Source: an optimization exercise on an open RTL-to-GDS flow (aim: small area). Production flows keep margins and buffers that such runs may drop.
No run shown here included a check of the RTL's function; only the layout flow was run.

## standard.sh

```bash
#!/bin/bash
# synth_recipe.tcl (not shown) runs the flow's synth.tcl, then flattens the netlist and writes it again
# the make line also repeats each setting of config.mk as NAME=value (left out here)
make -C /OpenROAD-flow-scripts/flow DESIGN_CONFIG=/design/flow/config.mk WORK_HOME=/design/flow/orfs CLKGATE_MAP_FILE= SYNTH_SCRIPT=/design/flow/synth_recipe.tcl "${@:-finish}"
```

## flow/run.sh

```bash
#!/bin/bash
# The standard layout (the standard.sh: standard synthesis, then ORFS
# floorplan to finish) with two placement/CTS choices changed:
#  - port buffers use the smallest buffer cell (every port still gets one);
#  - clock tree synthesis adds no dummy loads (same buffers and clustering
#    as config.mk asks for).
set -euo pipefail
export BUFFER_PORTS_ARGS="-buffer_cell sky130_fd_sc_hd__buf_1"
export CTS_ARGS="-sink_clustering_enable -repair_clock_nets -dont_use_dummy_load -buf_list sky130_fd_sc_hd__clkbuf_8 -sink_clustering_size 18 -sink_clustering_max_diameter 60"
bash standard.sh > standard.log 2>&1
```

## constraint.sdc

```tcl
create_clock -name core_clock -period 8.0 [get_ports {clk}]
set_input_delay 1.6000 -clock core_clock [delete_from_list [all_inputs] [get_ports {clk}]]
set_output_delay 1.6000 -clock core_clock [all_outputs]
set_load 0.01 [all_outputs]
```

## design.v

```verilog
module bm_noise_out #(
   parameter int DEPTH = 8,
   parameter int AW    = 3
) (
   input  logic          clk,
   input  logic          rst_n,
   input  logic          in_valid,
   output logic          in_ready,
   input  logic [16:0]   f,
   input  logic [15:0]   g0,
   input  logic [15:0]   g1,
   output logic          out_valid,
   input  logic          out_ready,
   output logic [15:0]   out_data,
   output logic          out_idx,
   output logic [AW:0]   fifo_level
);
   logic               init_reg;
   logic               s0_valid_reg;
   logic               s1_valid_reg;
   logic               s2_valid_reg;
   logic [AW-1:0]      wr_ptr_reg;
   logic [AW-1:0]      rd_ptr_reg;
   logic [AW:0]        level_reg;
   logic               half_reg;
   logic [16:0]        mem_f  [0:DEPTH-1];
   logic [15:0]        mem_g0 [0:DEPTH-1];
   logic [15:0]        mem_g1 [0:DEPTH-1];
   logic               accept;
   logic               push;
   logic               pop;
   logic [AW+1:0]      occupancy;
   logic [AW-1:0]      mul_slot;
   logic               mul_hi;
   logic [16:0]        mul_f;
   logic [15:0]        mul_g;
   logic [15:0]        mul_x;
   logic [15:0]        out_reg;
   assign occupancy = (AW+2)'(level_reg) + (AW+2)'(s0_valid_reg)
                    + (AW+2)'(s1_valid_reg) + (AW+2)'(s2_valid_reg);
   assign in_ready   = init_reg && (occupancy <= (AW+2)'(DEPTH - 1));
   assign accept     = in_valid && in_ready;
   assign push       = s2_valid_reg;
   assign out_valid  = (level_reg != '0);
   assign pop        = out_valid && out_ready && half_reg;
   assign out_idx    = half_reg;
   assign fifo_level = level_reg;
   assign mul_slot = rd_ptr_reg + AW'(half_reg);
   assign mul_hi   = out_valid && !half_reg;
   assign mul_f    = mem_f[mul_slot];
   assign mul_g    = mul_hi ? mem_g1[mul_slot] : mem_g0[mul_slot];
   logic p1, p2, p3, p4, p5, p6, p7, p8, p9, p10, p11, p12;
   logic p13, p14, p15, p16, p17, p18, p19, p20, p21, p22, p23, p24;
   logic p25, p26, p27, p28, p29, p30, p31, p32, p33, p34, p35, p36;
   logic p37, p38, p39, p40, p41, p42, p43, p44, p45, p46, p47, p48;
   logic p49, p50, p51, p52, p53, p54, p55, p56, p57, p58, p59, p60;
   logic p61, p62, p63, p64, p65, p66, p67, p68, p69, p70, p71, p72;
   logic p73, p74, p75, p76, p77, p78, p79, p80, p81, p82, p83, p84;
   logic p85, p86, p87, p88, p89, p90, p91, p92, p93, p94, p95, p96;
   logic p97, p98, p99, p100, p101, p102, p103, p104, p105, p106, p107, p108;
   logic p109, p110, p111, p112, p113, p114, p115, p116, p117, p118, p119, p120;
   logic p121, p122, p123, p124, p125, p126, p127, p128, p129, p130, p131, p132;
   logic p133, p134, p135, p136, p137, p138, p139, p140, p141, p142, p143, p144;
   logic p145, p146, p147, p148, p149, p150, p151, p152, p153, p154, p155, p156;
   logic p157, p158, p159, p160, p161, p162, p163, p164, p165, p166, p167, p168;
   logic p169, p170, p171, p172, p173, p174, p175, p176, p177, p178, p179, p180;
   logic p181, p182, p183, p184, p185, p186, p187, p188, p189, p190, p191, p192;
   logic p193, p194, p195, p196, p197, p198, p199, p200, p201, p202, p203, p204;
   logic p205, p206, p207, p208, p209, p210, p211, p212, p213, p214, p215, p216;
   logic p217, p218, p219, p220, p221, p222, p223, p224, p225, p226, p227, p228;
   logic p229, p230, p231, p232, p233, p234, p235, p236, p237, p238, p239, p240;
   logic p241, p242, p243, p244, p245, p246, p247, p248, p249, p250, p251, p252;
   logic p253, p254, p255, p256, p257, p258, p259, p260, p261, p262, p263, p264;
   logic p265, p266, p267, p268, p269, p270, p271, p272, s273, c274, s275, c276;
   logic s277, c278, s279, c280, s281, c282, s283, c284, s285, c286, s287, c288;
   logic s289, c290, s291, c292, s293, c294, s295, c296, s297, c298, s299, c300;
   logic s301, c302, s303, c304, s305, c306, s307, c308, s309, c310, s311, c312;
   logic s313, c314, s315, c316, s317, c318, s319, c320, s321, c322, s323, c324;
   logic s325, c326, s327, c328, s329, c330, s331, c332, s333, c334, s335, c336;
   logic s337, c338, s339, c340, s341, c342, s343, c344, s345, c346, s347, c348;
   logic s349, c350, s351, c352, s353, c354, s355, c356, s357, c358, s359, c360;
   logic s361, c362, s363, c364, s365, c366, s367, c368, s369, c370, s371, c372;
   logic s373, c374, s375, c376, s377, c378, s379, c380, s381, c382, s383, c384;
   logic s385, c386, s387, c388, s389, c390, s391, c392, s393, c394, s395, c396;
   logic s397, c398, s399, c400, s401, c402, s403, c404, s405, c406, s407, c408;
   logic s409, c410, s411, c412, s413, c414, s415, c416, s417, c418, s419, c420;
   logic s421, c422, s423, c424, s425, c426, s427, c428, s429, c430, s431, c432;
   logic s433, c434, s435, c436, s437, c438, s439, c440, s441, c442, s443, c444;
   logic s445, c446, s447, c448, s449, c450, s451, c452, s453, c454, s455, c456;
   logic s457, c458, s459, c460, s461, c462, s463, c464, s465, c466, s467, c468;
   logic s469, c470, s471, c472, s473, c474, s475, c476, s477, c478, s479, c480;
   logic s481, c482, s483, c484, s485, c486, s487, c488, s489, c490, s491, c492;
   logic s493, c494, s495, c496, s497, c498, s499, c500, s501, c502, s503, c504;
   logic s505, c506, s507, c508, s509, c510, s511, c512, s513, c514, s515, c516;
   logic s517, c518, s519, c520, s521, c522, s523, c524, s525, c526, s527, c528;
   logic s529, c530, s531, c532, s533, c534, s535, c536, s537, c538, s539, c540;
   logic s541, c542, s543, c544, s545, c546, s547, c548, s549, c550, s551, c552;
   logic s553, c554, s555, c556, s557, c558, s559, c560, s561, c562, s563, c564;
   logic s565, c566, s567, c568, s569, c570, s571, c572, s573, c574, s575, c576;
   logic s577, c578, s579, c580, s581, c582, s583, c584, s585, c586, s587, c588;
   logic s589, c590, s591, c592, s593, c594, s595, c596, s597, c598, s599, c600;
   logic s601, c602, s603, c604, s605, c606, s607, c608, s609, c610, s611, c612;
   logic s613, c614, s615, c616, s617, c618, s619, c620, s621, c622, s623, c624;
   logic s625, c626, s627, c628, s629, c630, s631, c632, s633, c634, s635, c636;
   logic s637, c638, s639, c640, s641, c642, s643, c644, s645, c646, s647, c648;
   logic s649, c650, s651, c652, s653, c654, s655, c656, s657, c658, s659, c660;
   logic s661, c662, s663, c664, s665, c666, s667, c668, s669, c670, s671, c672;
   logic s673, c674, s675, c676, s677, c678, s679, c680, s681, c682, s683, c684;
   logic s685, c686, s687, c688, s689, c690, s691, c692, s693, c694, s695, c696;
   logic s697, c698, s699, c700, s701, c702, s703, c704, s705, c706, s707, c708;
   logic s709, c710, s711, c712, s713, c714, s715, c716, s717, c718, s719, c720;
   logic s721, c722;
   assign p1 = ~(mul_f[0] & mul_g[0]);
   assign p2 = ~(mul_f[0] & mul_g[1]);
   assign p3 = ~(mul_f[0] & mul_g[2]);
   assign p4 = ~(mul_f[0] & mul_g[3]);
   assign p5 = ~(mul_f[0] & mul_g[4]);
   assign p6 = ~(mul_f[0] & mul_g[5]);
   assign p7 = ~(mul_f[0] & mul_g[6]);
   assign p8 = ~(mul_f[0] & mul_g[7]);
   assign p9 = ~(mul_f[0] & mul_g[8]);
   assign p10 = ~(mul_f[0] & mul_g[9]);
   assign p11 = ~(mul_f[0] & mul_g[10]);
   assign p12 = ~(mul_f[0] & mul_g[11]);
   assign p13 = ~(mul_f[0] & mul_g[12]);
   assign p14 = ~(mul_f[0] & mul_g[13]);
   assign p15 = ~(mul_f[0] & mul_g[14]);
   assign p16 = ~(~(mul_f[0] & mul_g[15]));
   assign p17 = ~(mul_f[1] & mul_g[0]);
   assign p18 = ~(mul_f[1] & mul_g[1]);
   assign p19 = ~(mul_f[1] & mul_g[2]);
   assign p20 = ~(mul_f[1] & mul_g[3]);
   assign p21 = ~(mul_f[1] & mul_g[4]);
   assign p22 = ~(mul_f[1] & mul_g[5]);
   assign p23 = ~(mul_f[1] & mul_g[6]);
   assign p24 = ~(mul_f[1] & mul_g[7]);
   assign p25 = ~(mul_f[1] & mul_g[8]);
   assign p26 = ~(mul_f[1] & mul_g[9]);
   assign p27 = ~(mul_f[1] & mul_g[10]);
   assign p28 = ~(mul_f[1] & mul_g[11]);
   assign p29 = ~(mul_f[1] & mul_g[12]);
   assign p30 = ~(mul_f[1] & mul_g[13]);
   assign p31 = ~(mul_f[1] & mul_g[14]);
   assign p32 = ~(~(mul_f[1] & mul_g[15]));
   assign p33 = ~(mul_f[2] & mul_g[0]);
   assign p34 = ~(mul_f[2] & mul_g[1]);
   assign p35 = ~(mul_f[2] & mul_g[2]);
   assign p36 = ~(mul_f[2] & mul_g[3]);
   assign p37 = ~(mul_f[2] & mul_g[4]);
   assign p38 = ~(mul_f[2] & mul_g[5]);
   assign p39 = ~(mul_f[2] & mul_g[6]);
   assign p40 = ~(mul_f[2] & mul_g[7]);
   assign p41 = ~(mul_f[2] & mul_g[8]);
   assign p42 = ~(mul_f[2] & mul_g[9]);
   assign p43 = ~(mul_f[2] & mul_g[10]);
   assign p44 = ~(mul_f[2] & mul_g[11]);
   assign p45 = ~(mul_f[2] & mul_g[12]);
   assign p46 = ~(mul_f[2] & mul_g[13]);
   assign p47 = ~(mul_f[2] & mul_g[14]);
   assign p48 = ~(~(mul_f[2] & mul_g[15]));
   assign p49 = ~(mul_f[3] & mul_g[0]);
   assign p50 = ~(mul_f[3] & mul_g[1]);
   assign p51 = ~(mul_f[3] & mul_g[2]);
   assign p52 = ~(mul_f[3] & mul_g[3]);
   assign p53 = ~(mul_f[3] & mul_g[4]);
   assign p54 = ~(mul_f[3] & mul_g[5]);
   assign p55 = ~(mul_f[3] & mul_g[6]);
   assign p56 = ~(mul_f[3] & mul_g[7]);
   assign p57 = ~(mul_f[3] & mul_g[8]);
   assign p58 = ~(mul_f[3] & mul_g[9]);
   assign p59 = ~(mul_f[3] & mul_g[10]);
   assign p60 = ~(mul_f[3] & mul_g[11]);
   assign p61 = ~(mul_f[3] & mul_g[12]);
   assign p62 = ~(mul_f[3] & mul_g[13]);
   assign p63 = ~(mul_f[3] & mul_g[14]);
   assign p64 = ~(~(mul_f[3] & mul_g[15]));
   assign p65 = ~(mul_f[4] & mul_g[0]);
   assign p66 = ~(mul_f[4] & mul_g[1]);
   assign p67 = ~(mul_f[4] & mul_g[2]);
   assign p68 = ~(mul_f[4] & mul_g[3]);
   assign p69 = ~(mul_f[4] & mul_g[4]);
   assign p70 = ~(mul_f[4] & mul_g[5]);
   assign p71 = ~(mul_f[4] & mul_g[6]);
   assign p72 = ~(mul_f[4] & mul_g[7]);
   assign p73 = ~(mul_f[4] & mul_g[8]);
   assign p74 = ~(mul_f[4] & mul_g[9]);
   assign p75 = ~(mul_f[4] & mul_g[10]);
   assign p76 = ~(mul_f[4] & mul_g[11]);
   assign p77 = ~(mul_f[4] & mul_g[12]);
   assign p78 = ~(mul_f[4] & mul_g[13]);
   assign p79 = ~(mul_f[4] & mul_g[14]);
   assign p80 = ~(~(mul_f[4] & mul_g[15]));
   assign p81 = ~(mul_f[5] & mul_g[0]);
   assign p82 = ~(mul_f[5] & mul_g[1]);
   assign p83 = ~(mul_f[5] & mul_g[2]);
   assign p84 = ~(mul_f[5] & mul_g[3]);
   assign p85 = ~(mul_f[5] & mul_g[4]);
   assign p86 = ~(mul_f[5] & mul_g[5]);
   assign p87 = ~(mul_f[5] & mul_g[6]);
   assign p88 = ~(mul_f[5] & mul_g[7]);
   assign p89 = ~(mul_f[5] & mul_g[8]);
   assign p90 = ~(mul_f[5] & mul_g[9]);
   assign p91 = ~(mul_f[5] & mul_g[10]);
   assign p92 = ~(mul_f[5] & mul_g[11]);
   assign p93 = ~(mul_f[5] & mul_g[12]);
   assign p94 = ~(mul_f[5] & mul_g[13]);
   assign p95 = ~(mul_f[5] & mul_g[14]);
   assign p96 = ~(~(mul_f[5] & mul_g[15]));
   assign p97 = ~(mul_f[6] & mul_g[0]);
   assign p98 = ~(mul_f[6] & mul_g[1]);
   assign p99 = ~(mul_f[6] & mul_g[2]);
   assign p100 = ~(mul_f[6] & mul_g[3]);
   assign p101 = ~(mul_f[6] & mul_g[4]);
   assign p102 = ~(mul_f[6] & mul_g[5]);
   assign p103 = ~(mul_f[6] & mul_g[6]);
   assign p104 = ~(mul_f[6] & mul_g[7]);
   assign p105 = ~(mul_f[6] & mul_g[8]);
   assign p106 = ~(mul_f[6] & mul_g[9]);
   assign p107 = ~(mul_f[6] & mul_g[10]);
   assign p108 = ~(mul_f[6] & mul_g[11]);
   assign p109 = ~(mul_f[6] & mul_g[12]);
   assign p110 = ~(mul_f[6] & mul_g[13]);
   assign p111 = ~(mul_f[6] & mul_g[14]);
   assign p112 = ~(~(mul_f[6] & mul_g[15]));
   assign p113 = ~(mul_f[7] & mul_g[0]);
   assign p114 = ~(mul_f[7] & mul_g[1]);
   assign p115 = ~(mul_f[7] & mul_g[2]);
   assign p116 = ~(mul_f[7] & mul_g[3]);
   assign p117 = ~(mul_f[7] & mul_g[4]);
   assign p118 = ~(mul_f[7] & mul_g[5]);
   assign p119 = ~(mul_f[7] & mul_g[6]);
   assign p120 = ~(mul_f[7] & mul_g[7]);
   assign p121 = ~(mul_f[7] & mul_g[8]);
   assign p122 = ~(mul_f[7] & mul_g[9]);
   assign p123 = ~(mul_f[7] & mul_g[10]);
   assign p124 = ~(mul_f[7] & mul_g[11]);
   assign p125 = ~(mul_f[7] & mul_g[12]);
   assign p126 = ~(mul_f[7] & mul_g[13]);
   assign p127 = ~(mul_f[7] & mul_g[14]);
   assign p128 = ~(~(mul_f[7] & mul_g[15]));
   assign p129 = ~(mul_f[8] & mul_g[0]);
   assign p130 = ~(mul_f[8] & mul_g[1]);
   assign p131 = ~(mul_f[8] & mul_g[2]);
   assign p132 = ~(mul_f[8] & mul_g[3]);
   assign p133 = ~(mul_f[8] & mul_g[4]);
   assign p134 = ~(mul_f[8] & mul_g[5]);
   assign p135 = ~(mul_f[8] & mul_g[6]);
   assign p136 = ~(mul_f[8] & mul_g[7]);
   assign p137 = ~(mul_f[8] & mul_g[8]);
   assign p138 = ~(mul_f[8] & mul_g[9]);
   assign p139 = ~(mul_f[8] & mul_g[10]);
   assign p140 = ~(mul_f[8] & mul_g[11]);
   assign p141 = ~(mul_f[8] & mul_g[12]);
   assign p142 = ~(mul_f[8] & mul_g[13]);
   assign p143 = ~(mul_f[8] & mul_g[14]);
   assign p144 = ~(~(mul_f[8] & mul_g[15]));
   assign p145 = ~(mul_f[9] & mul_g[0]);
   assign p146 = ~(mul_f[9] & mul_g[1]);
   assign p147 = ~(mul_f[9] & mul_g[2]);
   assign p148 = ~(mul_f[9] & mul_g[3]);
   assign p149 = ~(mul_f[9] & mul_g[4]);
   assign p150 = ~(mul_f[9] & mul_g[5]);
   assign p151 = ~(mul_f[9] & mul_g[6]);
   assign p152 = ~(mul_f[9] & mul_g[7]);
   assign p153 = ~(mul_f[9] & mul_g[8]);
   assign p154 = ~(mul_f[9] & mul_g[9]);
   assign p155 = ~(mul_f[9] & mul_g[10]);
   assign p156 = ~(mul_f[9] & mul_g[11]);
   assign p157 = ~(mul_f[9] & mul_g[12]);
   assign p158 = ~(mul_f[9] & mul_g[13]);
   assign p159 = ~(mul_f[9] & mul_g[14]);
   assign p160 = ~(~(mul_f[9] & mul_g[15]));
   assign p161 = ~(mul_f[10] & mul_g[0]);
   assign p162 = ~(mul_f[10] & mul_g[1]);
   assign p163 = ~(mul_f[10] & mul_g[2]);
   assign p164 = ~(mul_f[10] & mul_g[3]);
   assign p165 = ~(mul_f[10] & mul_g[4]);
   assign p166 = ~(mul_f[10] & mul_g[5]);
   assign p167 = ~(mul_f[10] & mul_g[6]);
   assign p168 = ~(mul_f[10] & mul_g[7]);
   assign p169 = ~(mul_f[10] & mul_g[8]);
   assign p170 = ~(mul_f[10] & mul_g[9]);
   assign p171 = ~(mul_f[10] & mul_g[10]);
   assign p172 = ~(mul_f[10] & mul_g[11]);
   assign p173 = ~(mul_f[10] & mul_g[12]);
   assign p174 = ~(mul_f[10] & mul_g[13]);
   assign p175 = ~(mul_f[10] & mul_g[14]);
   assign p176 = ~(~(mul_f[10] & mul_g[15]));
   assign p177 = ~(mul_f[11] & mul_g[0]);
   assign p178 = ~(mul_f[11] & mul_g[1]);
   assign p179 = ~(mul_f[11] & mul_g[2]);
   assign p180 = ~(mul_f[11] & mul_g[3]);
   assign p181 = ~(mul_f[11] & mul_g[4]);
   assign p182 = ~(mul_f[11] & mul_g[5]);
   assign p183 = ~(mul_f[11] & mul_g[6]);
   assign p184 = ~(mul_f[11] & mul_g[7]);
   assign p185 = ~(mul_f[11] & mul_g[8]);
   assign p186 = ~(mul_f[11] & mul_g[9]);
   assign p187 = ~(mul_f[11] & mul_g[10]);
   assign p188 = ~(mul_f[11] & mul_g[11]);
   assign p189 = ~(mul_f[11] & mul_g[12]);
   assign p190 = ~(mul_f[11] & mul_g[13]);
   assign p191 = ~(mul_f[11] & mul_g[14]);
   assign p192 = ~(~(mul_f[11] & mul_g[15]));
   assign p193 = ~(mul_f[12] & mul_g[0]);
   assign p194 = ~(mul_f[12] & mul_g[1]);
   assign p195 = ~(mul_f[12] & mul_g[2]);
   assign p196 = ~(mul_f[12] & mul_g[3]);
   assign p197 = ~(mul_f[12] & mul_g[4]);
   assign p198 = ~(mul_f[12] & mul_g[5]);
   assign p199 = ~(mul_f[12] & mul_g[6]);
   assign p200 = ~(mul_f[12] & mul_g[7]);
   assign p201 = ~(mul_f[12] & mul_g[8]);
   assign p202 = ~(mul_f[12] & mul_g[9]);
   assign p203 = ~(mul_f[12] & mul_g[10]);
   assign p204 = ~(mul_f[12] & mul_g[11]);
   assign p205 = ~(mul_f[12] & mul_g[12]);
   assign p206 = ~(mul_f[12] & mul_g[13]);
   assign p207 = ~(mul_f[12] & mul_g[14]);
   assign p208 = ~(~(mul_f[12] & mul_g[15]));
   assign p209 = ~(mul_f[13] & mul_g[0]);
   assign p210 = ~(mul_f[13] & mul_g[1]);
   assign p211 = ~(mul_f[13] & mul_g[2]);
   assign p212 = ~(mul_f[13] & mul_g[3]);
   assign p213 = ~(mul_f[13] & mul_g[4]);
   assign p214 = ~(mul_f[13] & mul_g[5]);
   assign p215 = ~(mul_f[13] & mul_g[6]);
   assign p216 = ~(mul_f[13] & mul_g[7]);
   assign p217 = ~(mul_f[13] & mul_g[8]);
   assign p218 = ~(mul_f[13] & mul_g[9]);
   assign p219 = ~(mul_f[13] & mul_g[10]);
   assign p220 = ~(mul_f[13] & mul_g[11]);
   assign p221 = ~(mul_f[13] & mul_g[12]);
   assign p222 = ~(mul_f[13] & mul_g[13]);
   assign p223 = ~(mul_f[13] & mul_g[14]);
   assign p224 = ~(~(mul_f[13] & mul_g[15]));
   assign p225 = ~(mul_f[14] & mul_g[0]);
   assign p226 = ~(mul_f[14] & mul_g[1]);
   assign p227 = ~(mul_f[14] & mul_g[2]);
   assign p228 = ~(mul_f[14] & mul_g[3]);
   assign p229 = ~(mul_f[14] & mul_g[4]);
   assign p230 = ~(mul_f[14] & mul_g[5]);
   assign p231 = ~(mul_f[14] & mul_g[6]);
   assign p232 = ~(mul_f[14] & mul_g[7]);
   assign p233 = ~(mul_f[14] & mul_g[8]);
   assign p234 = ~(mul_f[14] & mul_g[9]);
   assign p235 = ~(mul_f[14] & mul_g[10]);
   assign p236 = ~(mul_f[14] & mul_g[11]);
   assign p237 = ~(mul_f[14] & mul_g[12]);
   assign p238 = ~(mul_f[14] & mul_g[13]);
   assign p239 = ~(mul_f[14] & mul_g[14]);
   assign p240 = ~(~(mul_f[14] & mul_g[15]));
   assign p241 = ~(mul_f[15] & mul_g[0]);
   assign p242 = ~(mul_f[15] & mul_g[1]);
   assign p243 = ~(mul_f[15] & mul_g[2]);
   assign p244 = ~(mul_f[15] & mul_g[3]);
   assign p245 = ~(mul_f[15] & mul_g[4]);
   assign p246 = ~(mul_f[15] & mul_g[5]);
   assign p247 = ~(mul_f[15] & mul_g[6]);
   assign p248 = ~(mul_f[15] & mul_g[7]);
   assign p249 = ~(mul_f[15] & mul_g[8]);
   assign p250 = ~(mul_f[15] & mul_g[9]);
   assign p251 = ~(mul_f[15] & mul_g[10]);
   assign p252 = ~(mul_f[15] & mul_g[11]);
   assign p253 = ~(mul_f[15] & mul_g[12]);
   assign p254 = ~(mul_f[15] & mul_g[13]);
   assign p255 = ~(mul_f[15] & mul_g[14]);
   assign p256 = ~(~(mul_f[15] & mul_g[15]));
   assign p257 = ~(mul_f[16] & mul_g[0]);
   assign p258 = ~(mul_f[16] & mul_g[1]);
   assign p259 = ~(mul_f[16] & mul_g[2]);
   assign p260 = ~(mul_f[16] & mul_g[3]);
   assign p261 = ~(mul_f[16] & mul_g[4]);
   assign p262 = ~(mul_f[16] & mul_g[5]);
   assign p263 = ~(mul_f[16] & mul_g[6]);
   assign p264 = ~(mul_f[16] & mul_g[7]);
   assign p265 = ~(mul_f[16] & mul_g[8]);
   assign p266 = ~(mul_f[16] & mul_g[9]);
   assign p267 = ~(mul_f[16] & mul_g[10]);
   assign p268 = ~(mul_f[16] & mul_g[11]);
   assign p269 = ~(mul_f[16] & mul_g[12]);
   assign p270 = ~(mul_f[16] & mul_g[13]);
   assign p271 = ~(mul_f[16] & mul_g[14]);
   assign p272 = ~(~(mul_f[16] & mul_g[15]));
   assign s273 = ~(p14 ^ p29);
   assign c274 = p14 | p29;
   bm_fa u_s275 (.x(p15), .y(p30), .z(p45), .s(s275), .c(c276));
   assign s277 = ~(p60 ^ p75);
   assign c278 = p60 | p75;
   assign s279 = p16 ^ p31;
   assign c280 = p16 & p31;
   bm_fa u_s281 (.x(p46), .y(p61), .z(p76), .s(s281), .c(c282));
   bm_fa u_s283 (.x(p91), .y(p106), .z(p121), .s(s283), .c(c284));
   assign s285 = p32 ^ p47;
   assign c286 = p32 & p47;
   bm_fa u_s287 (.x(p62), .y(p77), .z(p92), .s(s287), .c(c288));
   bm_fa u_s289 (.x(p107), .y(p122), .z(p137), .s(s289), .c(c290));
   assign s291 = ~(p152 ^ p167);
   assign c292 = p152 | p167;
   bm_fa u_s293 (.x(p48), .y(p63), .z(p78), .s(s293), .c(c294));
   bm_fa u_s295 (.x(p93), .y(p108), .z(p123), .s(s295), .c(c296));
   bm_fa u_s297 (.x(p138), .y(p153), .z(p168), .s(s297), .c(c298));
   bm_fa u_s299 (.x(p64), .y(p79), .z(p94), .s(s299), .c(c300));
   bm_fa u_s301 (.x(p109), .y(p124), .z(p139), .s(s301), .c(c302));
   bm_fa u_s303 (.x(p80), .y(p95), .z(p110), .s(s303), .c(c304));
   assign s305 = ~(p10 ^ p25);
   assign c306 = p10 | p25;
   bm_fa u_s307 (.x(p11), .y(p26), .z(p41), .s(s307), .c(c308));
   assign s309 = ~(p56 ^ p71);
   assign c310 = p56 | p71;
   bm_fa u_s311 (.x(p12), .y(p27), .z(p42), .s(s311), .c(c312));
   bm_fa u_s313 (.x(p57), .y(p72), .z(p87), .s(s313), .c(c314));
   assign s315 = ~(p102 ^ p117);
   assign c316 = p102 | p117;
   bm_fa u_s317 (.x(p13), .y(p28), .z(p43), .s(s317), .c(c318));
   bm_fa u_s319 (.x(p58), .y(p73), .z(p88), .s(s319), .c(c320));
   bm_fa u_s321 (.x(p103), .y(p118), .z(p133), .s(s321), .c(c322));
   assign s323 = ~(p148 ^ p163);
   assign c324 = p148 | p163;
   bm_fa u_s325 (.x(p44), .y(p59), .z(p74), .s(s325), .c(c326));
   bm_fa u_s327 (.x(p89), .y(p104), .z(p119), .s(s327), .c(c328));
   bm_fa u_s329 (.x(p134), .y(p149), .z(p164), .s(s329), .c(c330));
   bm_fa u_s331 (.x(p179), .y(p194), .z(p209), .s(s331), .c(c332));
   bm_fa u_s333 (.x(p90), .y(p105), .z(p120), .s(s333), .c(c334));
   bm_fa u_s335 (.x(p135), .y(p150), .z(p165), .s(s335), .c(c336));
   bm_fa u_s337 (.x(p180), .y(p195), .z(p210), .s(s337), .c(c338));
   bm_fa u_s339 (.x(p225), .y(c274), .z(s275), .s(s339), .c(c340));
   bm_fa u_s341 (.x(p136), .y(p151), .z(p166), .s(s341), .c(c342));
   bm_fa u_s343 (.x(p181), .y(p196), .z(p211), .s(s343), .c(c344));
   bm_fa u_s345 (.x(p226), .y(p241), .z(c276), .s(s345), .c(c346));
   bm_fa u_s347 (.x(c278), .y(s279), .z(s281), .s(s347), .c(c348));
   bm_fa u_s349 (.x(p182), .y(p197), .z(p212), .s(s349), .c(c350));
   bm_fa u_s351 (.x(p227), .y(p242), .z(p257), .s(s351), .c(c352));
   bm_fa u_s353 (.x(c280), .y(c282), .z(c284), .s(s353), .c(c354));
   bm_fa u_s355 (.x(s285), .y(s287), .z(s289), .s(s355), .c(c356));
   bm_fa u_s357 (.x(p183), .y(p198), .z(p213), .s(s357), .c(c358));
   bm_fa u_s359 (.x(p228), .y(p243), .z(p258), .s(s359), .c(c360));
   bm_fa u_s361 (.x(c286), .y(c288), .z(c290), .s(s361), .c(c362));
   bm_fa u_s363 (.x(c292), .y(s293), .z(s295), .s(s363), .c(c364));
   bm_fa u_s365 (.x(p154), .y(p169), .z(p184), .s(s365), .c(c366));
   bm_fa u_s367 (.x(p199), .y(p214), .z(p229), .s(s367), .c(c368));
   bm_fa u_s369 (.x(p244), .y(p259), .z(c294), .s(s369), .c(c370));
   bm_fa u_s371 (.x(c296), .y(c298), .z(s299), .s(s371), .c(c372));
   bm_fa u_s373 (.x(p125), .y(p140), .z(p155), .s(s373), .c(c374));
   bm_fa u_s375 (.x(p170), .y(p185), .z(p200), .s(s375), .c(c376));
   bm_fa u_s377 (.x(p215), .y(p230), .z(p245), .s(s377), .c(c378));
   bm_fa u_s379 (.x(p260), .y(c300), .z(c302), .s(s379), .c(c380));
   bm_fa u_s381 (.x(p96), .y(p111), .z(p126), .s(s381), .c(c382));
   bm_fa u_s383 (.x(p141), .y(p156), .z(p171), .s(s383), .c(c384));
   bm_fa u_s385 (.x(p186), .y(p201), .z(p216), .s(s385), .c(c386));
   bm_fa u_s387 (.x(p231), .y(p246), .z(p261), .s(s387), .c(c388));
   bm_fa u_s389 (.x(p112), .y(p127), .z(p142), .s(s389), .c(c390));
   bm_fa u_s391 (.x(p157), .y(p172), .z(p187), .s(s391), .c(c392));
   bm_fa u_s393 (.x(p202), .y(p217), .z(p232), .s(s393), .c(c394));
   bm_fa u_s395 (.x(p128), .y(p143), .z(p158), .s(s395), .c(c396));
   bm_fa u_s397 (.x(p173), .y(p188), .z(p203), .s(s397), .c(c398));
   bm_fa u_s399 (.x(p144), .y(p159), .z(p174), .s(s399), .c(c400));
   assign s401 = ~(p7 ^ p22);
   assign c402 = p7 | p22;
   bm_fa u_s403 (.x(p8), .y(p23), .z(p38), .s(s403), .c(c404));
   assign s405 = ~(p53 ^ p68);
   assign c406 = p53 | p68;
   bm_fa u_s407 (.x(p9), .y(p24), .z(p39), .s(s407), .c(c408));
   bm_fa u_s409 (.x(p54), .y(p69), .z(p84), .s(s409), .c(c410));
   assign s411 = ~(p99 ^ p114);
   assign c412 = p99 | p114;
   bm_fa u_s413 (.x(p40), .y(p55), .z(p70), .s(s413), .c(c414));
   bm_fa u_s415 (.x(p85), .y(p100), .z(p115), .s(s415), .c(c416));
   bm_fa u_s417 (.x(p130), .y(p145), .z(s305), .s(s417), .c(c418));
   bm_fa u_s419 (.x(p86), .y(p101), .z(p116), .s(s419), .c(c420));
   bm_fa u_s421 (.x(p131), .y(p146), .z(p161), .s(s421), .c(c422));
   bm_fa u_s423 (.x(c306), .y(s307), .z(s309), .s(s423), .c(c424));
   bm_fa u_s425 (.x(p132), .y(p147), .z(p162), .s(s425), .c(c426));
   bm_fa u_s427 (.x(p177), .y(c308), .z(c310), .s(s427), .c(c428));
   bm_fa u_s429 (.x(s311), .y(s313), .z(s315), .s(s429), .c(c430));
   bm_fa u_s431 (.x(p178), .y(p193), .z(c312), .s(s431), .c(c432));
   bm_fa u_s433 (.x(c314), .y(c316), .z(s317), .s(s433), .c(c434));
   bm_fa u_s435 (.x(s319), .y(s321), .z(s323), .s(s435), .c(c436));
   bm_fa u_s437 (.x(c318), .y(c320), .z(c322), .s(s437), .c(c438));
   bm_fa u_s439 (.x(c324), .y(s325), .z(s327), .s(s439), .c(c440));
   bm_fa u_s441 (.x(s329), .y(s331), .z(s273), .s(s441), .c(c442));
   bm_fa u_s443 (.x(c326), .y(c328), .z(c330), .s(s443), .c(c444));
   bm_fa u_s445 (.x(c332), .y(s333), .z(s335), .s(s445), .c(c446));
   bm_fa u_s447 (.x(s337), .y(s277), .z(s339), .s(s447), .c(c448));
   bm_fa u_s449 (.x(c334), .y(c336), .z(c338), .s(s449), .c(c450));
   bm_fa u_s451 (.x(s341), .y(s343), .z(s283), .s(s451), .c(c452));
   bm_fa u_s453 (.x(c340), .y(s345), .z(s347), .s(s453), .c(c454));
   bm_fa u_s455 (.x(c342), .y(c344), .z(s349), .s(s455), .c(c456));
   bm_fa u_s457 (.x(s351), .y(s291), .z(c346), .s(s457), .c(c458));
   bm_fa u_s459 (.x(c348), .y(s353), .z(s355), .s(s459), .c(c460));
   bm_fa u_s461 (.x(c350), .y(c352), .z(s357), .s(s461), .c(c462));
   bm_fa u_s463 (.x(s359), .y(s297), .z(c354), .s(s463), .c(c464));
   bm_fa u_s465 (.x(c356), .y(s361), .z(s363), .s(s465), .c(c466));
   bm_fa u_s467 (.x(c358), .y(c360), .z(s365), .s(s467), .c(c468));
   bm_fa u_s469 (.x(s367), .y(s301), .z(c362), .s(s469), .c(c470));
   bm_fa u_s471 (.x(c364), .y(s369), .z(s371), .s(s471), .c(c472));
   bm_fa u_s473 (.x(c366), .y(c368), .z(s373), .s(s473), .c(c474));
   bm_fa u_s475 (.x(s375), .y(s377), .z(s303), .s(s475), .c(c476));
   bm_fa u_s477 (.x(c370), .y(c372), .z(s379), .s(s477), .c(c478));
   bm_fa u_s479 (.x(c374), .y(c376), .z(c378), .s(s479), .c(c480));
   bm_fa u_s481 (.x(c304), .y(s381), .z(s383), .s(s481), .c(c482));
   bm_fa u_s483 (.x(s385), .y(s387), .z(c380), .s(s483), .c(c484));
   bm_fa u_s485 (.x(p247), .y(p262), .z(c382), .s(s485), .c(c486));
   bm_fa u_s487 (.x(c384), .y(c386), .z(c388), .s(s487), .c(c488));
   bm_fa u_s489 (.x(s389), .y(s391), .z(s393), .s(s489), .c(c490));
   bm_fa u_s491 (.x(p218), .y(p233), .z(p248), .s(s491), .c(c492));
   bm_fa u_s493 (.x(p263), .y(c390), .z(c392), .s(s493), .c(c494));
   bm_fa u_s495 (.x(c394), .y(s395), .z(s397), .s(s495), .c(c496));
   bm_fa u_s497 (.x(p189), .y(p204), .z(p219), .s(s497), .c(c498));
   bm_fa u_s499 (.x(p234), .y(p249), .z(p264), .s(s499), .c(c500));
   bm_fa u_s501 (.x(c396), .y(c398), .z(s399), .s(s501), .c(c502));
   bm_fa u_s503 (.x(p160), .y(p175), .z(p190), .s(s503), .c(c504));
   bm_fa u_s505 (.x(p205), .y(p220), .z(p235), .s(s505), .c(c506));
   bm_fa u_s507 (.x(p250), .y(p265), .z(c400), .s(s507), .c(c508));
   bm_fa u_s509 (.x(p176), .y(p191), .z(p206), .s(s509), .c(c510));
   bm_fa u_s511 (.x(p221), .y(p236), .z(p251), .s(s511), .c(c512));
   bm_fa u_s513 (.x(p192), .y(p207), .z(p222), .s(s513), .c(c514));
   assign s515 = ~(p5 ^ p20);
   assign c516 = p5 | p20;
   bm_fa u_s517 (.x(p6), .y(p21), .z(p36), .s(s517), .c(c518));
   assign s519 = ~(p51 ^ p66);
   assign c520 = p51 | p66;
   bm_fa u_s521 (.x(p37), .y(p52), .z(p67), .s(s521), .c(c522));
   bm_fa u_s523 (.x(p82), .y(p97), .z(s401), .s(s523), .c(c524));
   bm_fa u_s525 (.x(p83), .y(p98), .z(p113), .s(s525), .c(c526));
   bm_fa u_s527 (.x(c402), .y(s403), .z(s405), .s(s527), .c(c528));
   bm_fa u_s529 (.x(p129), .y(c404), .z(c406), .s(s529), .c(c530));
   bm_fa u_s531 (.x(s407), .y(s409), .z(s411), .s(s531), .c(c532));
   bm_fa u_s533 (.x(c408), .y(c410), .z(c412), .s(s533), .c(c534));
   bm_fa u_s535 (.x(s413), .y(s415), .z(s417), .s(s535), .c(c536));
   bm_fa u_s537 (.x(c414), .y(c416), .z(s419), .s(s537), .c(c538));
   bm_fa u_s539 (.x(s421), .y(c418), .z(s423), .s(s539), .c(c540));
   bm_fa u_s541 (.x(c420), .y(c422), .z(s425), .s(s541), .c(c542));
   bm_fa u_s543 (.x(c424), .y(s427), .z(s429), .s(s543), .c(c544));
   bm_fa u_s545 (.x(c426), .y(c428), .z(c430), .s(s545), .c(c546));
   bm_fa u_s547 (.x(s431), .y(s433), .z(s435), .s(s547), .c(c548));
   bm_fa u_s549 (.x(c432), .y(c434), .z(c436), .s(s549), .c(c550));
   bm_fa u_s551 (.x(s437), .y(s439), .z(s441), .s(s551), .c(c552));
   bm_fa u_s553 (.x(c438), .y(c440), .z(c442), .s(s553), .c(c554));
   bm_fa u_s555 (.x(s443), .y(s445), .z(s447), .s(s555), .c(c556));
   bm_fa u_s557 (.x(c444), .y(c446), .z(s449), .s(s557), .c(c558));
   bm_fa u_s559 (.x(s451), .y(c448), .z(s453), .s(s559), .c(c560));
   bm_fa u_s561 (.x(c450), .y(c452), .z(s455), .s(s561), .c(c562));
   bm_fa u_s563 (.x(s457), .y(c454), .z(s459), .s(s563), .c(c564));
   bm_fa u_s565 (.x(c456), .y(s461), .z(c458), .s(s565), .c(c566));
   bm_fa u_s567 (.x(s463), .y(c460), .z(s465), .s(s567), .c(c568));
   bm_fa u_s569 (.x(c462), .y(s467), .z(c464), .s(s569), .c(c570));
   bm_fa u_s571 (.x(s469), .y(c466), .z(s471), .s(s571), .c(c572));
   bm_fa u_s573 (.x(c468), .y(s473), .z(s475), .s(s573), .c(c574));
   bm_fa u_s575 (.x(c470), .y(c472), .z(s477), .s(s575), .c(c576));
   bm_fa u_s577 (.x(c474), .y(c476), .z(s479), .s(s577), .c(c578));
   bm_fa u_s579 (.x(s481), .y(c478), .z(s483), .s(s579), .c(c580));
   bm_fa u_s581 (.x(c480), .y(c482), .z(s485), .s(s581), .c(c582));
   bm_fa u_s583 (.x(s487), .y(s489), .z(c484), .s(s583), .c(c584));
   bm_fa u_s585 (.x(s491), .y(c486), .z(c488), .s(s585), .c(c586));
   bm_fa u_s587 (.x(c490), .y(s493), .z(s495), .s(s587), .c(c588));
   bm_fa u_s589 (.x(c492), .y(s497), .z(s499), .s(s589), .c(c590));
   bm_fa u_s591 (.x(c494), .y(c496), .z(s501), .s(s591), .c(c592));
   bm_fa u_s593 (.x(c498), .y(c500), .z(s503), .s(s593), .c(c594));
   bm_fa u_s595 (.x(s505), .y(c502), .z(s507), .s(s595), .c(c596));
   bm_fa u_s597 (.x(p266), .y(c504), .z(c506), .s(s597), .c(c598));
   bm_fa u_s599 (.x(s509), .y(s511), .z(c508), .s(s599), .c(c600));
   bm_fa u_s601 (.x(p237), .y(p252), .z(p267), .s(s601), .c(c602));
   bm_fa u_s603 (.x(c510), .y(c512), .z(s513), .s(s603), .c(c604));
   bm_fa u_s605 (.x(p208), .y(p223), .z(p238), .s(s605), .c(c606));
   bm_fa u_s607 (.x(p253), .y(p268), .z(c514), .s(s607), .c(c608));
   bm_fa u_s609 (.x(p224), .y(p239), .z(p254), .s(s609), .c(c610));
   assign s611 = ~(p4 ^ p19);
   assign c612 = p4 | p19;
   bm_fa u_s613 (.x(p35), .y(p50), .z(p65), .s(s613), .c(c614));
   bm_fa u_s615 (.x(p81), .y(c516), .z(s517), .s(s615), .c(c616));
   bm_fa u_s617 (.x(c518), .y(c520), .z(s521), .s(s617), .c(c618));
   bm_fa u_s619 (.x(c522), .y(s525), .z(c524), .s(s619), .c(c620));
   bm_fa u_s621 (.x(c526), .y(c528), .z(s529), .s(s621), .c(c622));
   bm_fa u_s623 (.x(c530), .y(c532), .z(s533), .s(s623), .c(c624));
   bm_fa u_s625 (.x(c534), .y(s537), .z(c536), .s(s625), .c(c626));
   bm_fa u_s627 (.x(c538), .y(s541), .z(c540), .s(s627), .c(c628));
   bm_fa u_s629 (.x(c542), .y(c544), .z(s545), .s(s629), .c(c630));
   bm_fa u_s631 (.x(c546), .y(c548), .z(s549), .s(s631), .c(c632));
   bm_fa u_s633 (.x(c550), .y(c552), .z(s553), .s(s633), .c(c634));
   bm_fa u_s635 (.x(c554), .y(s557), .z(c556), .s(s635), .c(c636));
   bm_fa u_s637 (.x(c558), .y(s561), .z(c560), .s(s637), .c(c638));
   bm_fa u_s639 (.x(c562), .y(s565), .z(c564), .s(s639), .c(c640));
   bm_fa u_s641 (.x(c566), .y(s569), .z(c568), .s(s641), .c(c642));
   bm_fa u_s643 (.x(s573), .y(c570), .z(c572), .s(s643), .c(c644));
   bm_fa u_s645 (.x(c574), .y(s577), .z(c576), .s(s645), .c(c646));
   bm_fa u_s647 (.x(c578), .y(s581), .z(s583), .s(s647), .c(c648));
   bm_fa u_s649 (.x(c582), .y(s585), .z(s587), .s(s649), .c(c650));
   bm_fa u_s651 (.x(s589), .y(c586), .z(c588), .s(s651), .c(c652));
   bm_fa u_s653 (.x(c590), .y(s593), .z(c592), .s(s653), .c(c654));
   bm_fa u_s655 (.x(c594), .y(s597), .z(c596), .s(s655), .c(c656));
   bm_fa u_s657 (.x(s601), .y(c598), .z(s603), .s(s657), .c(c658));
   bm_fa u_s659 (.x(c602), .y(s605), .z(c604), .s(s659), .c(c660));
   bm_fa u_s661 (.x(p269), .y(c606), .z(s609), .s(s661), .c(c662));
   bm_fa u_s663 (.x(p240), .y(p255), .z(p270), .s(s663), .c(c664));
   assign s665 = ~(p3 ^ p18);
   assign c666 = p3 | p18;
   bm_fa u_s667 (.x(p34), .y(p49), .z(s611), .s(s667), .c(c668));
   bm_fa u_s669 (.x(c612), .y(s613), .z(s515), .s(s669), .c(c670));
   bm_fa u_s671 (.x(c614), .y(s519), .z(s615), .s(s671), .c(c672));
   bm_fa u_s673 (.x(c616), .y(s617), .z(s523), .s(s673), .c(c674));
   bm_fa u_s675 (.x(c618), .y(s527), .z(s619), .s(s675), .c(c676));
   bm_fa u_s677 (.x(s531), .y(c620), .z(s621), .s(s677), .c(c678));
   bm_fa u_s679 (.x(c622), .y(s623), .z(s535), .s(s679), .c(c680));
   bm_fa u_s681 (.x(c624), .y(s539), .z(s625), .s(s681), .c(c682));
   bm_fa u_s683 (.x(s543), .y(c626), .z(s627), .s(s683), .c(c684));
   bm_fa u_s685 (.x(s547), .y(c628), .z(s629), .s(s685), .c(c686));
   bm_fa u_s687 (.x(s551), .y(c630), .z(s631), .s(s687), .c(c688));
   bm_fa u_s689 (.x(c632), .y(s633), .z(s555), .s(s689), .c(c690));
   bm_fa u_s691 (.x(c634), .y(s559), .z(s635), .s(s691), .c(c692));
   bm_fa u_s693 (.x(s563), .y(c636), .z(s637), .s(s693), .c(c694));
   bm_fa u_s695 (.x(s567), .y(c638), .z(s639), .s(s695), .c(c696));
   bm_fa u_s697 (.x(s571), .y(c640), .z(s641), .s(s697), .c(c698));
   bm_fa u_s699 (.x(s575), .y(c642), .z(s643), .s(s699), .c(c700));
   bm_fa u_s701 (.x(s579), .y(c644), .z(s645), .s(s701), .c(c702));
   bm_fa u_s703 (.x(c580), .y(c646), .z(s647), .s(s703), .c(c704));
   bm_fa u_s705 (.x(c584), .y(s649), .z(c648), .s(s705), .c(c706));
   bm_fa u_s707 (.x(s591), .y(c650), .z(s651), .s(s707), .c(c708));
   bm_fa u_s709 (.x(s595), .y(c652), .z(s653), .s(s709), .c(c710));
   bm_fa u_s711 (.x(s599), .y(c654), .z(s655), .s(s711), .c(c712));
   bm_fa u_s713 (.x(c600), .y(s657), .z(c656), .s(s713), .c(c714));
   bm_fa u_s715 (.x(s607), .y(c658), .z(s659), .s(s715), .c(c716));
   bm_fa u_s717 (.x(c608), .y(s661), .z(c660), .s(s717), .c(c718));
   bm_fa u_s719 (.x(c610), .y(s663), .z(c662), .s(s719), .c(c720));
   bm_fa u_s721 (.x(p256), .y(p271), .z(c664), .s(s721), .c(c722));
   logic [32:0] ra, rb, sum;
   assign ra = {1'b0, p272, s721, s719, c716, s715, c712, c710, c708, s707, c704, c702, c700, c698, c696, c694, c692, c690, c688, c686, c684, c682, c680, c678, c676, c674, c672, c670, c668, c666, p33, p2, p1};
   assign rb = {1'b1, c722, c720, c718, s717, c714, s713, s711, s709, c706, s705, s703, s701, s699, s697, s695, s693, s691, s689, s687, s685, s683, s681, s679, s677, s675, s673, s671, s669, s667, s665, p17, 1'b1};
   logic [17:0] lo;
   logic [15:0] hi;
   assign lo = {1'b0, ra[16:0]} + {1'b0, rb[16:0]} + 18'd1;
   assign hi = ra[32:17] + rb[32:17] + 16'(lo[17]);
   assign sum = {hi, lo[16:0]};
   assign mul_x = ~sum[32:17];
   assign out_data = out_valid ? out_reg : 16'h0000;
   always_ff @(posedge clk or negedge rst_n) begin
      if (!rst_n) begin
         init_reg     <= 1'b0;
         s0_valid_reg <= 1'b0;
         s1_valid_reg <= 1'b0;
         s2_valid_reg <= 1'b0;
         wr_ptr_reg   <= '0;
         rd_ptr_reg   <= '0;
         level_reg    <= '0;
         half_reg     <= 1'b0;
      end else begin
         init_reg     <= 1'b1;
         s0_valid_reg <= accept;
         s1_valid_reg <= s0_valid_reg;
         s2_valid_reg <= s1_valid_reg;
         if (accept) wr_ptr_reg <= wr_ptr_reg + AW'(1);
         if (pop)    rd_ptr_reg <= rd_ptr_reg + AW'(1);
         level_reg <= level_reg + (AW+1)'(push) - (AW+1)'(pop);
         if (out_valid && out_ready) half_reg <= ~half_reg;
      end
   end
   always_ff @(posedge clk) begin
      if (!out_valid || out_ready) out_reg <= mul_x;
   end
   always_ff @(posedge clk) begin
      if (accept) begin
         mem_f[wr_ptr_reg]  <= f;
         mem_g0[wr_ptr_reg] <= g0;
         mem_g1[wr_ptr_reg] <= g1;
      end
   end
endmodule
module bm_fa (
   input  logic x, y, z,
   output logic s, c
);
   assign s = x ^ y ^ z;
   assign c = (x & y) | (x & z) | (y & z);
endmodule
```

## config.mk

```make
export PLATFORM = sky130hd
export DESIGN_NAME = bm_noise_out
export DESIGN_NICKNAME = bm_noise_out
export VERILOG_FILES = /design/flow/design.v
export SDC_FILE = /design/flow/constraint.sdc
export NUM_CORES = 4
export LEC_CHECK = 0
export CAP_MARGIN = 20
export CORE_MARGIN = 2
export CORE_UTILIZATION = 40
export CTS_BUF_LIST = sky130_fd_sc_hd__clkbuf_8
export CTS_CLUSTER_DIAMETER = 60
export CTS_CLUSTER_SIZE = 18
export SLEW_MARGIN = 20
export SYNTH_HIERARCHICAL = 1
export SYNTH_MINIMUM_KEEP_SIZE = 0
```

==> flow_metrics.tcl, run 1 <==
set metrics [dict create \
    portBuffers 75 \
    rsz0062_at_grt "true" \
    synth-edff-count 408 \
    die_y_um 243 \
    n_antenna_cell 0 \
    drtAntennaViolNets 0 \
    worst_slew_pin_slew_ns 0.960 \
    grt.busiest_layer "met2" \
    grt_start_max_net_pins 50 \
    max_slew_margin_pct 36.0 \
    critPathKind "flop to flop" \
    wire_per_inst_um 22.8 \
    syn-cell-area_um2 22900 \
    fmax_mhz 123 \
    rr_startpoint "rd_ptr_reg[0]" \
    r2r_cells 27 \
    cp-startpoint "rd_ptr_reg[0]" \
    die_area_um2 59100 \
    path_max_fanout 8 \
    hold_path_depth 0 \
    final_area_um2 25600 \
    ys.warnings.count 7 \
    final.setup.worst_slack_ns -0.0988 \
    largest_reg_flops 136 \
    grt_use_total_pct 17.9 \
    critPathCaptureType "flop" \
    nets 1874 \
    place_area_um2 24900 \
    viasPerCell 5.32 \
    ys_seq_area_share_pct 55.2 \
    setup_violations 2 \
    cts_buffers 30 \
    antenna_found_initial 5 \
    hpwlAfterDp_mm 35.6 \
    clock_path_buffers 3 \
    tritoncts "yes" \
    yosysUniqueCellTypes 45 \
    place.gp.congestion 0.888 \
    grtUsageMet2_pct 29.9 \
    post-route-util_pct 45.3 \
    num_io_pins 76 \
    routed_wl_mm 52.6 \
    synth_flop_cell "edfxtp_1" \
    start_util_pct 40.5 \
    synth_nets 1709 \
    r2r_setup_slack_ns -0.1 \
    area_growth_syn_to_layout_pct 11.9 \
    whs_ns 0.406 \
    finalHoldViolCount 0 \
    vias 12300 \
    core_area_um2 56500 \
    grt_pass1_wl_mm 80.3 \
    synth.avg_cell_area_um2 16.5 \
    crit_path_start_kind "flop" \
    drive_above_1_share_pct 19.5 \
    synth_cells 1385 \
    period_minus_slack_ns 8.10 \
    drc 0 \
    drt-pass1-iter-count 6 \
    multi_input_comb_area_um2 9960 \
    cp-endpoint "out_reg[14]" \
    clkTransAtPathRegs_ns 0.11 \
    synthArstFlopShare_pct 3.55 \
    cp.arrival_ns 8.41 \
    clk-insertion-delay-late_ns 0.63 \
    grt_overflow 0 \
    htree_num_levels 1 \
    reg2reg_to "out_reg[14]" \
    top_register "mem_f" \
    top_regs "mem_f (136), mem_g0 (128), mem_g1 (128)" \
    finalSetupTns_ns -0.112 \
    so_faults "setup timing" \
    required_ns 8.31 \
    grt_pass1_vias 13400 \
    rows 87 \
    finClkSkew_ns 0.0556 \
    grt_use_met3_pct 2.74 \
    cts_sinks 423 \
    cts-root-buf "clkbuf_8" \
    grt_use_met1_pct 24.0 \
    status "failed layout checks" \
    die_x_um 243 \
    min-delay-path-class "flop to flop" \
    drv_cap 0 \
    synth-seq-cells 423 \
    drtIter0Drc 934 \
    fill_cells 4867 \
    register_area_um2 12600 \
    slew_violations 0 \
    timing.final.crit_share_pct 101 \
]
cell families (layout without fill, tap and decap cells):
group | Yosys count | after routing | share of synthesized area (%)
buf+inv | 110 | 273 | 2.12
mux | 116 | 116 | 11.3
other cells | 1 | 1 | 0.0164
compound gates | 66 | 66 | 1.82
fa+ha+maj | 271 | 271 | 21.8
simple gates | 377 | 377 | 6.96
flops | 423 | 423 | 55.2
xor+xnor | 21 | 21 | 0.804
routing by layer:
layer	vias to the layer above	share of wire (%)
met5	-	0.12
met4	10	3.4
met3	90	5.0
met2	323	50
met1	6525	42
li1	5312	-
modules after synthesis, one instance, submodules excluded:
module / cells / copies in the design
bm_fa: 1 / 209
bm_noise_out: 1176 / 1
worst min path at each step:
stage                  from           end
2_1_floorplan  s1_valid_reg  s2_valid_reg
3_3_place_gp   s1_valid_reg  s2_valid_reg
3_5_place_dp   s1_valid_reg  s2_valid_reg
4_1_cts        s1_valid_reg  s2_valid_reg
5_1_grt        s1_valid_reg  s2_valid_reg
6_report       s1_valid_reg  s2_valid_reg
layout make-up:
class	count	share of cell area [%]
Clock buffer	30	1.61
Inverter	47	0.689
Multi-Input combinational cell	852	38.9
Sequential cell	423	49.3
Tap cell	756	3.69
Timing Repair Buffer	196	5.76
layout by cell type, fill, tap and decap left out, types with 4 or more instances in the layout:
cell / n
a21o_1: 10
a21oi_1: 29
and2_1: 29
buf_1: 75
buf_12: 19
buf_4: 98
clkbuf_8: 30
dfrtp_1: 15
edfxtp_1: 408
fa_1: 207
fa_2: 7
ha_1: 55
inv_1: 47
mux4_2: 113
nand2_1: 283
nand2_2: 7
nand2b_1: 5
nor2_1: 10
nor2_4: 6
nor2b_1: 19
o21a_1: 4
xnor2_1: 8
xor2_1: 11
repair_timing:
item	CTS	global route
resized for setup	24	5
gates cloned	2	0
hold buffers	0	0
pin swaps	4	4
setup buffers	15	0
setup endpoints to repair	10	10
critical path: stages, from the launching register on:
cell and delay, ns:
dfrtp_1 0.43, ha_4 0.38, buf_12 0.13, buf_16 0.13, mux4_2 0.49, mux4_2 0.65, buf_4 0.24, nand2_1 0.10
fa_1 0.46, fa_1 0.52, fa_1 0.43, fa_1 0.56, fa_1 0.42, ha_1 0.32, a21o_1 0.11, a21oi_1 0.07
nand2_2 0.12, a41oi_2 0.04, a211o_1 0.34, fa_2 0.38, fa_2 0.35, nor2b_1 0.12, o21a_1 0.16, o21ai_2 0.07
a211o_1 0.31, a31o_4 0.26, nor3_2 0.15, a311oi_1 0.06
synthesized netlist by cell type, types with 2 or more instances:
| library cell | n | area (µm²) |
|---|---|---|
| o21a_1 | 4 | 30.0 |
| buf_2 | 25 | 125 |
| nor3_1 | 5 | 25.0 |
| o21ai_0 | 6 | 30.0 |
| and2_1 | 29 | 181 |
| a21o_1 | 10 | 75.1 |
| a31o_2 | 2 | 17.5 |
| fa_1 | 214 | 4280 |
| ha_1 | 57 | 713 |
| nand2_1 | 290 | 1090 |
| dfrtp_1 | 15 | 375 |
| mux4_2 | 113 | 2540 |
| nor4_1 | 2 | 12.5 |
| edfxtp_1 | 408 | 12300 |
| o311ai_0 | 2 | 17.5 |
| buf_4 | 7 | 52.6 |
| xnor2_1 | 9 | 78.8 |
| clkbuf_1 | 29 | 109 |
| a211o_1 | 2 | 17.5 |
| buf_6 | 2 | 22.5 |
| inv_1 | 47 | 176 |
| a211oi_1 | 2 | 15.0 |
| nand2b_1 | 5 | 31.3 |
| nand3_1 | 3 | 15.0 |
| nand4_1 | 2 | 12.5 |
| xor2_1 | 12 | 105 |
| nor2_1 | 17 | 63.8 |
| mux2_2 | 2 | 22.5 |
| a21oi_1 | 30 | 150 |
| nor2b_1 | 19 | 119 |
metrics by stage:
step                      setup slack [ns]  instances
after floorplan                     0.0102       1385
after global placement             -0.0542       2257
after detailed placement            -0.300       2257
after CTS                           -0.105       2304
after global routing                -0.410       2304
final                              -0.0988       2304
==> run 2, diff against run 1 <==
--- a/design.v
+++ b/design.v
@@ -20,7 +20,7 @@
    logic               s1_valid_reg;
    logic               s2_valid_reg;
    logic [AW-1:0]      wr_ptr_reg;
-   logic [AW-1:0]      rd_ptr_reg;
+   logic [AW-1:0]      slot_reg;
    logic [AW:0]        level_reg;
    logic               half_reg;
    logic [16:0]        mem_f  [0:DEPTH-1];
@@ -30,7 +30,6 @@
    logic               push;
    logic               pop;
    logic [AW+1:0]      occupancy;
-   logic [AW-1:0]      mul_slot;
    logic               mul_hi;
    logic [16:0]        mul_f;
    logic [15:0]        mul_g;
@@ -45,10 +44,9 @@
    assign pop        = out_valid && out_ready && half_reg;
    assign out_idx    = half_reg;
    assign fifo_level = level_reg;
-   assign mul_slot = rd_ptr_reg + AW'(half_reg);
    assign mul_hi   = out_valid && !half_reg;
-   assign mul_f    = mem_f[mul_slot];
-   assign mul_g    = mul_hi ? mem_g1[mul_slot] : mem_g0[mul_slot];
+   assign mul_f    = mem_f[slot_reg];
+   assign mul_g    = mul_hi ? mem_g1[slot_reg] : mem_g0[slot_reg];
    logic p1, p2, p3, p4, p5, p6, p7, p8, p9, p10, p11, p12;
    logic p13, p14, p15, p16, p17, p18, p19, p20, p21, p22, p23, p24;
    logic p25, p26, p27, p28, p29, p30, p31, p32, p33, p34, p35, p36;
@@ -640,7 +638,7 @@
          s1_valid_reg <= 1'b0;
          s2_valid_reg <= 1'b0;
          wr_ptr_reg   <= '0;
-         rd_ptr_reg   <= '0;
+         slot_reg     <= '0;
          level_reg    <= '0;
          half_reg     <= 1'b0;
       end else begin
@@ -649,7 +647,7 @@
          s1_valid_reg <= s0_valid_reg;
          s2_valid_reg <= s1_valid_reg;
          if (accept) wr_ptr_reg <= wr_ptr_reg + AW'(1);
-         if (pop)    rd_ptr_reg <= rd_ptr_reg + AW'(1);
+         if (out_valid && out_ready && !half_reg) slot_reg <= slot_reg + AW'(1);
          level_reg <= level_reg + (AW+1)'(push) - (AW+1)'(pop);
          if (out_valid && out_ready) half_reg <= ~half_reg;
       end
==> run 2 against run 1 <==
Effect of this change: hold slack better by 0.015 ns; global-route usage down 1.2 points; largest cell class unchanged; first-iteration DRC count down 6.4%; fmax up 5.5%; register-to-register slack better by 0.42 ns; the run now finishes clean; non-clock buffer count down 22; synthesized cell count down 1.6%; flip-flop and latch count unchanged; wire length down 4.2%; worst setup slack better by 0.42 ns.
==> flow_metrics.tcl, run 2 <==
set metrics [dict create \
    cts_buffers 29 \
    yosysUniqueCellTypes 50 \
    antenna_found_initial 3 \
    synthArstFlopShare_pct 3.55 \
    crit_slowest_cell "mux4_2" \
    area_growth_syn_to_layout_pct 10.0 \
    synth_top_area_cell "edfxtp_1" \
    fmax_mhz 130 \
    crit_path_start_kind "flop" \
    tritoncts "yes" \
    die_area_um2 59700 \
    portBuffers 75 \
    synth_nets 1685 \
    htree_num_levels 1 \
    status "timing/DRC/antenna clean" \
    num_io_pins 76 \
    drive_above_1_share_pct 20.4 \
    start_util_pct 40.3 \
    pre_cts_slack_ns 0.0600 \
    max_slew_margin_pct 37.8 \
    cp_top_family "adder cells" \
    ys.warnings.count 7 \
    setup_violations 0 \
    multi_input_comb_area_um2 9950 \
    routed_wl_mm 50.4 \
    synth_cells 1363 \
    clock_path_buffers 3 \
    largest_reg_flops 136 \
    n_antenna_cell 0 \
    drtIter0Drc 874 \
    grt_pass1_vias 12800 \
    drc 0 \
    vias 12000 \
    top_register "mem_f" \
    path_max_fanout 10 \
    die_y_um 244 \
    grt_overflow 0 \
    ys_seq_area_share_pct 54.7 \
    grt_pass1_wl_mm 75.9 \
    clk-insertion-delay-late_ns 0.65 \
    slew_violations 0 \
    postCtsHoldBufs 0 \
    synth-edff-count 408 \
    hpwlAfterDp_mm 33.1 \
    fill_cells 5019 \
    wire_per_inst_um 22.3 \
    post-route-util_pct 44.3 \
    grt_use_total_pct 16.7 \
    grt_start_max_net_pins 50 \
    top_regs "mem_f (136), mem_g0 (128), mem_g1 (128)" \
    final_common_cell "edfxtp_1" \
    viasPerCell 5.29 \
    finClkSkew_ns 0.0851 \
    worst_slew_pin_slew_ns 0.932 \
    drtAntennaViolNets 0 \
    crit_buf_inv 3 \
    synthTopCellsByCount "408 x edfxtp_1, 220 x nand2_1, 214 x fa_1" \
    cts-root-buf "clkbuf_8" \
    post-synth-top-count-cell "edfxtp_1" \
    core_area_um2 57400 \
    syn-cell-area_um2 23100 \
    die_x_um 244 \
    synth-seq-cells 423 \
    whs_ns 0.420 \
    finalHoldViolCount 0 \
    dp.cells 2202 \
    timing.final.crit_share_pct 96.0 \
    required_ns 8.34 \
    path_common_cell "fa_1" \
    mostFrequentLayoutCells "408 x edfxtp_1, 218 x nand2_1, 209 x fa_1, 114 x mux4_2, 77 x buf_4" \
    rows 88 \
    register_area_um2 12600 \
    final.setup.worst_slack_ns 0.322 \
    stdcell_count 2265 \
    drt-pass1-iter-count 6 \
    synth.avg_cell_area_um2 16.9 \
    drv_cap 0 \
    nets 1824 \
    period_minus_slack_ns 7.68 \
    critPathKind "flop to flop" \
    cts_sinks 423 \
    place.gp.congestion 0.817 \
    cp.arrival_ns 8.02 \
    yosys-top-cells-area "edfxtp_1 53%, fa_1 19%, mux4_2 11%" \
    cpPeakStageDelay_ns 0.63 \
    clkTransAtPathRegs_ns 0.11 \
    synth_top_cell_area_share_pct 53.0 \
    critPathCaptureType "flop" \
    min-delay-path-class "flop to flop" \
    synth_flop_cell "edfxtp_1" \
]
-- run 2: cell count changes after synthesis, sizes merged, moves of 13 or more --
cell,delta
a21oi,-13
and2,+33
buf,+16
clkbuf,-13
mux2,+17
nand2,-50
nor2b,-15
-- run 2: routing by layer --
layer  up-vias  global-route usage, %  routed length (µm)
met5         -                      0                  41
met4         6                   3.78                 675
met1      6465                   22.5               21600
met2       293                   28.8               25800
li1       5180                      -                   -
met3        47                   2.54                2300
-- run 2: cells by family after synthesis --
family	synth area share [%]
muxes	12.1
DFF	54.7
AOI/OAI and AO/OA	1.37
adders and majority gates	21.5
buffers and inverters	2.71
other	0.0162
and+or+nand+nor	7.03
xor gates and xnor gates	0.607
-- run 2: worst paths after layout --
| path | from | to | slack (ns) | cells after the start |
|---|---|---|---|---|
| worst min register to register | s1_valid_reg | s2_valid_reg | 0.42 | 0 |
| max in group asynchronous | rst_n | slot_reg[0] | 6.28 | 1 |
| worst max register to register | slot_reg[0] | out_reg[14] | 0.32 | 26 |
| min in group asynchronous | rst_n | init_reg | 1.08 | 1 |
| worst min-delay path | s1_valid_reg | s2_valid_reg | 0.42 | 0 |
| worst max-delay path | slot_reg[0] | out_reg[14] | 0.32 | 26 |
-- run 2: worst register-to-register path: stages (launching register included) --
cell,delay [ns]
dfrtp_4,0.49
buf_12,0.15
buf_4,0.15
buf_12,0.16
mux4_2,0.53
mux4_2,0.63
nand2_1,0.15
fa_1,0.44
fa_1,0.48
fa_1,0.56
fa_1,0.59
fa_1,0.45
ha_1,0.32
nand4_1,0.09
nor2_1,0.11
o21ai_0,0.10
a41oi_1,0.21
nor3_2,0.07
fa_2,0.41
fa_2,0.36
nor2b_1,0.10
o21ai_0,0.10
a21boi_1,0.20
or2_4,0.17
a31o_2,0.18
mux2i_1,0.18
nor2_1,0.06
-- run 2: metrics by stage --
| step | setup TNS, ns | area [µm²] |
|---|---|---|
| final | 0 | 25400 |
| after global routing | -0.00301 | 25400 |
| after CTS | 0 | 25000 |
| after detailed placement | 0 | 24600 |
| after global placement | 0 | 24600 |
| after floorplan | 0 | 23100 |
-- run 2: what timing repair did --
action,4_1_cts,5_1_grt
resized for setup,0,19
hold endpoints to repair,0,0
buffers inserted,0,31
endpoints found under the setup margin,0,9
-- run 2: cell type report --
class | count | share of cell area (%)
sequential | 423 | 49.7
multi-input combinational | 826 | 39.1
timing repair buffer | 174 | 5.11
clock buffer | 29 | 1.57
inverter | 48 | 0.709
tap | 765 | 3.77
-- run 2: modules after synthesis (local to each module, per instance) --
module | cells | times used | flops+latches
bm_noise_out | 1154 | 1 | 423
bm_fa | 1 | 209 | 0

## separate check: timing with driven ports
The results above use ideal ports. As a check the final layouts listed here were re-extracted and re-timed, cells and wires unchanged. Step 1: set_driving_cell puts a clkbuf_16 on clk and a buf_2 on each other input, an assumption about the parent block. Step 2 times the ports against the registers' clock, not the clock port: input delays grow and output delays shrink by t, the midpoint of the rising clock arrivals with the driver on. Three values: ideal ports, drivers, drivers and shift; two values: the first two.
run	t (ns)	slack for setup (ns)	latest minus earliest clock arrival (ns)
run 1	0.655	-0.099 / -0.099 / -0.099	0.056 / 0.056
run 2	0.654	0.322 / 0.322 / 0.322	0.085 / 0.085
